This is an optimization exercise on Yosys and OpenROAD, whose aim is small area, a short achievable clock period and few clock cycles per item, not a production implementation.

==> 07-12: inputs <==
==> flow/design.v (excerpt) <==
module sparse_matrix_mult
(
  input  logic             clk,
  input  logic             rst_n,
  input  logic             in_valid_size,
  input  logic             in_size,
  input  logic             in_valid_a,
  input  logic [IDX_W-1:0] in_row_a,
  input  logic [IDX_W-1:0] in_col_a,
  input  logic [VAL_W-1:0] in_val_a,
  input  logic             in_valid_b,
  input  logic [IDX_W-1:0] in_row_b,
  input  logic [IDX_W-1:0] in_col_b,
  input  logic [VAL_W-1:0] in_val_b,
  output logic             out_valid,
  output logic [IDX_W-1:0] out_row,
  output logic [IDX_W-1:0] out_col,
  output logic [OUT_W-1:0] out_val
);
  localparam int N = MAX_NNZ;
  function automatic logic [SUM_W-1:0] add_f(input logic [SUM_W-1:0] a, input logic [SUM_W-1:0] b);
    logic [SUM_W-1:0] s;
    logic c;
    c = 1'b0;
    for (int i = 0; i < SUM_W; i++) begin
      s[i] = a[i] ^ b[i] ^ c;
      c    = (a[i] && b[i]) || (c && (a[i] ^ b[i]));
    end
    add_f = s;
  endfunction
  localparam logic [1:0] S_IDLE = 2'd0, S_INA = 2'd1, S_INB = 2'd2, S_OUT = 2'd3;
  logic [1:0]       st_q;
  logic             size_q;
  logic [IDX_W-1:0] mask_c;
  logic             aq_v;
  logic [IDX_W-1:0] aq_r, aq_c;
  logic [VAL_W-1:0] aq_w;
  logic [N-1:0]     va_q;
  logic [N-1:0][IDX_W-1:0] ar_q;
  logic [N-1:0][IDX_W-1:0] ac_q;
  logic [N-1:0][SUM_W-1:0] av_q;
  logic [N-1:0]     vb_q;
  logic [N-1:0]     bnx_q;    
  logic [N-1:0][IDX_W-1:0] br_q;
  logic [N-1:0][IDX_W-1:0] bc_q;
  logic [N-1:0][VAL_W-1:0] bv_q;
  logic [N-1:0]     gm_q, pm_q;
  ...
clock: 60.0 ns
lec_check: 0
cap_margin: 20
core_margin: 2
core_utilization: 25
place_density: 0.35
slew_margin: 20
run.sh (not shown) runs the stock make flow with config.mk's settings and CLKGATE_MAP_FILE= SYNTH_SCRIPT=/design/flow/synth_recipe.tcl, a recipe that flattens the netlist after the stock synthesis.
==> 01-08 (differences from 07-12) <==
--- a/flow/design.v
+++ b/flow/design.v
@@ -8,68 +8,56 @@
 import smm_pkg::*;
 module smm_result_list
 (
   input  logic                            start_i,    
   input  logic [MAX_NNZ-1:0]              va_i,
   input  logic [MAX_NNZ-1:0][IDX_W-1:0]   ar_i,
-  input  logic [MAX_NNZ-1:0][IDX_W-1:0]   ac_i,
   input  logic [MAX_NNZ-1:0][SUM_W-1:0]   av_i,
   input  logic [MAX_NNZ-1:0]              vb_i,
-  input  logic [MAX_NNZ-1:0][IDX_W-1:0]   br_i,
+  input  logic [MAX_NNZ-1:0][MAX_NNZ-1:0] m_i,      
+  input  logic [MAX_NNZ-1:0]              has_i,    
   input  logic [MAX_NNZ-1:0][IDX_W-1:0]   bc_i,
   input  logic [MAX_NNZ-1:0][VAL_W-1:0]   bv_i,
   input  logic [MAX_NNZ-1:0]              gm_i,
   input  logic [MAX_NNZ-1:0]              pm_i,
   output logic [IDX_W-1:0]                row_o,
   output logic [IDX_W-1:0]                col_o,
   output logic [OUT_W-1:0]                val_o,
   output logic [MAX_NNZ-1:0]              gm_o,
   output logic [MAX_NNZ-1:0]              pm_o,
   output logic                            last_o
 );
   localparam int N = MAX_NNZ;
-  logic [N-1:0][N-1:0] m;        
   logic [N-1:0][N-1:0] le;       
-  logic [N-1:0] has;             
   logic [N-1:0] sr;              
   logic [N-1:0] f0, g0, gm, pm, match, cand, hm, pga, after, fn, gn;
   logic [N-1:0][SUM_W-1:0] t;
   logic [N*VAL_W-1:0] gbv;
   logic more, any_next;
-  function automatic logic le_f(input logic [IDX_W-1:0] a, input logic [IDX_W-1:0] b);
-    logic r;
-    r = 1'b1;
-    for (int i = 0; i < IDX_W; i++) r = (!a[i] && b[i]) || (!(a[i] ^ b[i]) && r);
-    le_f = r;
-  endfunction
   always_comb begin
-    for (int i = 0; i < N; i++) begin
-      for (int j = 0; j < N; j++) m[i][j] = vb_i[j] && (ac_i[i] == br_i[j]);
-      has[i] = va_i[i] && (|m[i]);
-    end
     for (int j = 0; j < N; j++) begin
       le[j][j] = 1'b1;
       for (int k = j + 1; k < N; k++) begin
         le[j][k] = bc_i[j] <= bc_i[k];
         le[k][j] = !(bc_i[j] < bc_i[k]);
       end
     end
     sr[0] = 1'b0;
     for (int i = 1; i < N; i++) sr[i] = va_i[i] && (ar_i[i] == ar_i[i-1]);
     for (int i = 0; i < N; i++) begin
-      f0[i] = has[i];
-      for (int k = 0; k < i; k++) if (has[k]) f0[i] = 1'b0;
+      f0[i] = has_i[i];
+      for (int k = 0; k < i; k++) if (has_i[k]) f0[i] = 1'b0;
       if (i == 0) g0[i] = f0[i];
       else        g0[i] = f0[i] || (g0[i-1] && sr[i]);
     end
     gm = start_i ? g0 : gm_i;
     pm = start_i ? vb_i : pm_i;
     for (int j = 0; j < N; j++) begin
       match[j] = 1'b0;
       t[j]     = '0;
-      for (int i = 0; i < N; i++) if (gm[i] && m[i][j]) begin
+      for (int i = 0; i < N; i++) if (gm[i] && m_i[i][j]) begin
         match[j] = 1'b1;
         t[j]     = t[j] | av_i[i];
       end
       cand[j] = match[j] && pm[j];
     end
     for (int j = 0; j < N; j++) begin
@@ -83,13 +71,13 @@
     for (int j = 0; j < N; j++) if (hm[j]) col_o = col_o | bc_i[j];
     for (int j = 0; j < N; j++) gbv[j*VAL_W +: VAL_W] = hm[j] ? bv_i[j] : '0;
     for (int i = 0; i < N; i++) begin
       if (i == 0) pga[i] = gm[i];
       else        pga[i] = gm[i] || pga[i-1];
     end
-    after = pga & ~gm & has;
+    after = pga & ~gm & has_i;
     any_next = |after;
     for (int i = 0; i < N; i++) begin
       fn[i] = after[i];
       for (int k = 0; k < i; k++) if (after[k]) fn[i] = 1'b0;
       if (i == 0) gn[i] = fn[i];
       else        gn[i] = fn[i] || (gn[i-1] && sr[i]);
@@ -579,15 +567,16 @@
   logic [IDX_W-1:0] aq_r, aq_c;
   logic [VAL_W-1:0] aq_w;
   logic [N-1:0]     va_q;
   logic [N-1:0][IDX_W-1:0] ar_q;
   logic [N-1:0][IDX_W-1:0] ac_q;
   logic [N-1:0][SUM_W-1:0] av_q;
-  logic [N-1:0]     vb_q;
-  logic [N-1:0]     bnx_q;    
-  logic [N-1:0][IDX_W-1:0] br_q;
+  logic [N-1:0]     vb_c;     
+  logic [N:0]       bnx_q;    
+  logic [N-1:0][N-1:0] m_q;  
+  logic [N-1:0]     has_q;    
   logic [N-1:0][IDX_W-1:0] bc_q;
   logic [N-1:0][VAL_W-1:0] bv_q;
   logic [N-1:0]     gm_q, pm_q;
   logic             out_valid_q;
   logic [IDX_W-1:0] out_row_q, out_col_q;
   logic [OUT_W-1:0] out_val_q;
@@ -600,16 +589,16 @@
   assign in_job_c = (st_q == S_INA) || (st_q == S_INB);
   assign emit_c   = ((st_q == S_INB) && !in_valid_b) || (st_q == S_OUT);
   smm_result_list u_gen (
     .start_i (st_q == S_INB),
     .va_i    (va_q),
     .ar_i    (ar_q),
-    .ac_i    (ac_q),
     .av_i    (av_q),
-    .vb_i    (vb_q),
-    .br_i    (br_q),
+    .vb_i    (vb_c),
+    .m_i     (m_q),
+    .has_i   (has_q),
     .bc_i    (bc_q),
     .bv_i    (bv_q),
     .gm_i    (gm_q),
     .pm_i    (pm_q),
     .row_o   (g_row),
     .col_o   (g_col),
@@ -654,52 +643,73 @@
       a_lt_c[k] = va_q[k] && ({ar_q[k], ac_q[k]} < a_key_c);
       a_eq_c[k] = va_q[k] && ({ar_q[k], ac_q[k]} == a_key_c);
       if (a_eq_c[k]) a_hit_v_c = a_hit_v_c | av_q[k];
     end
     a_sum_c = add_f(a_hit_v_c, SUM_W'(aq_w));
   end
+  logic [N-1:0] va_d_c;    
+  always_comb begin
+    va_d_c = va_q;
+    if (in_job_c && aq_v && !(|a_eq_c)) va_d_c = {va_q[N-2:0], 1'b1};
+  end
   always_ff @(posedge clk) begin
-    if ((st_q == S_IDLE) && in_valid_size) va_q <= '0;
-    else if (in_job_c && aq_v && !(|a_eq_c)) va_q <= {va_q[N-2:0], 1'b1};
+    if (st_q == S_IDLE) va_q <= '0;
+    else va_q <= va_d_c;
+  end
+  logic [N-1:0][IDX_W-1:0] ac_d;    
+  always_comb begin
+    for (int k = 0; k < N; k++) begin
+      ac_d[k] = ac_q[k];
+      if (in_job_c && aq_v && !(|a_eq_c) && !a_lt_c[k])
+        ac_d[k] = (k == 0 || a_lt_c[(k+N-1)%N]) ? (aq_c & mask_c) : ac_q[(k+N-1)%N];
+    end
   end
   always_ff @(posedge clk) begin
+    ac_q <= ac_d;
     if (in_job_c && aq_v) begin
       if (|a_eq_c) begin
         for (int k = 0; k < N; k++) if (a_eq_c[k]) av_q[k] <= a_sum_c;
       end else begin
         for (int k = 0; k < N; k++) begin
           if (!a_lt_c[k]) begin
             if (k == 0 || a_lt_c[(k+N-1)%N]) begin
               ar_q[k] <= aq_r & mask_c;
-              ac_q[k] <= aq_c & mask_c;
               av_q[k] <= SUM_W'(aq_w);
             end else begin
               ar_q[k] <= ar_q[(k+N-1)%N];
-              ac_q[k] <= ac_q[(k+N-1)%N];
               av_q[k] <= av_q[(k+N-1)%N];
             end
           end
         end
       end
     end
   end
+  always_comb begin
+    vb_c[0] = !bnx_q[0];
+    for (int k = 1; k < N; k++) vb_c[k] = vb_c[k-1] && !bnx_q[k];
+  end
   always_ff @(posedge clk) begin
-    if ((st_q == S_IDLE) && in_valid_size) begin
-      vb_q  <= '0;
-      bnx_q <= N'(1);
-    end else if (in_valid_b) begin
-      vb_q  <= {vb_q[N-2:0], 1'b1};
-      bnx_q <= {bnx_q[N-2:0], 1'b0};
-    end
+    if (st_q == S_IDLE) bnx_q <= (N+1)'(1);
+    else if (in_valid_b) bnx_q <= {bnx_q[N-1:0], 1'b0};
     for (int k = 0; k < N; k++) begin
-      if (in_valid_b && bnx_q[k]) begin
-        br_q[k] <= in_row_b & mask_c;
+      if (bnx_q[k]) begin
         bc_q[k] <= in_col_b & mask_c;
         bv_q[k] <= in_val_b;
       end
     end
   end
+  logic [N-1:0] b_hit_c;
+  always_comb begin
+    for (int i = 0; i < N; i++) b_hit_c[i] = ac_d[i] == (in_row_b & mask_c);
+  end
+  always_ff @(posedge clk) begin
+    if (st_q == S_IDLE) has_q <= '0;
+    else if (in_valid_b) has_q <= has_q | (b_hit_c & va_d_c);
+    for (int k = 0; k < N; k++)
+      if (bnx_q[k])
+        for (int i = 0; i < N; i++) m_q[i][k] <= b_hit_c[i];
+  end
   assign out_valid = out_valid_q;
   assign out_row   = out_row_q;
   assign out_col   = out_col_q;
   assign out_val   = out_val_q;
 endmodule
==> flow/flow/run.sh (new file) <==
#!/bin/bash
# The standard layout (standard.sh: the standard flow's synthesis and ORFS flow, unchanged
# scripts), with two optimisation knobs passed to ORFS's make:
#  - port buffers use buf_2 instead of the resizer's default pick (a slow
#    delay buffer), so input and output paths are not held back by them;
#  - repair_timing aims for 46.5 ns of setup slack on the 60 ns clock, so it
#    upsizes/buffers the few paths that are slower than the I/O paths anyway.
# The clock period and the SDC are the design's; nothing else changes.
set -euo pipefail
bash standard.sh SETUP_SLACK_MARGIN=46.5 'BUFFER_PORTS_ARGS=-buffer_cell sky130_fd_sc_hd__buf_2' finish > layout.log 2>&1
==> flow/standard.sh (new file) <==
#!/bin/bash
# synth_recipe.tcl (not shown) runs the flow's synth.tcl, then flattens the netlist and writes it again
# the make line also repeats each setting of config.mk as NAME=value (left out here)
make -C /OpenROAD-flow-scripts/flow DESIGN_CONFIG=/design/flow/config.mk WORK_HOME=/design/flow/orfs CLKGATE_MAP_FILE= SYNTH_SCRIPT=/design/flow/synth_recipe.tcl "${@:-finish}"
Settings changed: ABC_AREA set to 1, CORE_UTILIZATION 25 to 45, PLACE_DENSITY 0.35 to 0.6.
removed: flow/run.sh
==> comparison table <==
Outcome: 01-08 no timing/DRC/antenna violations; 07-12 no timing/DRC/antenna violations
Unrepaired setup endpoints after global routing: 01-08 yes; 07-12 no
Worst-case hold slack: 01-08 0.422 ns; 07-12 0.447 ns
Global routing met3 resource utilization: 01-08 0.0497; 07-12 0.0190
Crit path DAT: 01-08 13.89 ns; 07-12 14.04 ns
EDFF count, synth: 01-08 233; 07-12 249
Setup slack of the critical path after layout: 01-08 46.63 ns; 07-12 46.16 ns
Slowest stage cell on the critical path: 01-08 sky130_fd_sc_hd__a2111oi_2; 07-12 sky130_fd_sc_hd__clkdlybuf4s50_1
Critical path fanouts, max: 01-08 10; 07-12 19
Max incr delay on CP: 01-08 0.86 ns; 07-12 1.04 ns
Synth async-reset ratio: 01-08 0.00857; 07-12 0.00920
Area occupied by multi-input gates: 01-08 17400 um2; 07-12 21300 um2
Number of register bits inferred by synthesis: 01-08 350; 07-12 326
Initial DRT Pass Iterations: 01-08 6; 07-12 10
Xor-xnor portion of the synthesized cell area: 01-08 0.0179; 07-12 0.110
Layout filler cell count: 01-08 6302; 07-12 13700
Via count of the first global-routing pass: 01-08 25800; 07-12 27200
Number of DRC markers in iteration 0: 01-08 2757; 07-12 2890
Nets in the synthesized netlist: 01-08 4014; 07-12 3872
Area Overhead vs Synth: 01-08 9.83%; 07-12 11.0%
Area share of the leading cell type in the synthesized netlist: 01-08 0.239; 07-12 0.231
Share of final layout cell area taken by non-clock buffers: 01-08 0.0150; 07-12 0.0265
Routability congestion estimate: 01-08 1.01; 07-12 0.924
No run of this note included a check of the RTL's function; only the layout flow was run.

port drivers added, routing unchanged:
The flow's constraints put no driver on any port. The routed layouts listed below were extracted and timed again, unchanged, in two steps.
Step 1, drivers: a clkbuf_16 drives clk and a buf_2 each remaining input, both assumed.
Step 2 adds t to the input delays and takes it off the output delays; t is the mean of the earliest and latest rising clock arrival at the registers after step 1. Input paths then give back, and output paths get back, about the clock's delay inside the block.
Three values: ideal, step 1, step 2; two values: the first two.
run	shift t [ns]	slack for setup (ns)	latest minus earliest clock arrival (ns)	worst slew at a driven data input, ns
07-12	0.686	46.156 / 46.171 / 45.484	0.073 / 0.073	0.08
01-08	0.657	46.629 / 46.680 / 46.023	0.029 / 0.029	0.03
After both steps setup and hold are still met in every run listed. For 07-12, which loses most, drivers alone change the setup slack by +0.015 ns; drivers and shift together by -0.672 ns.
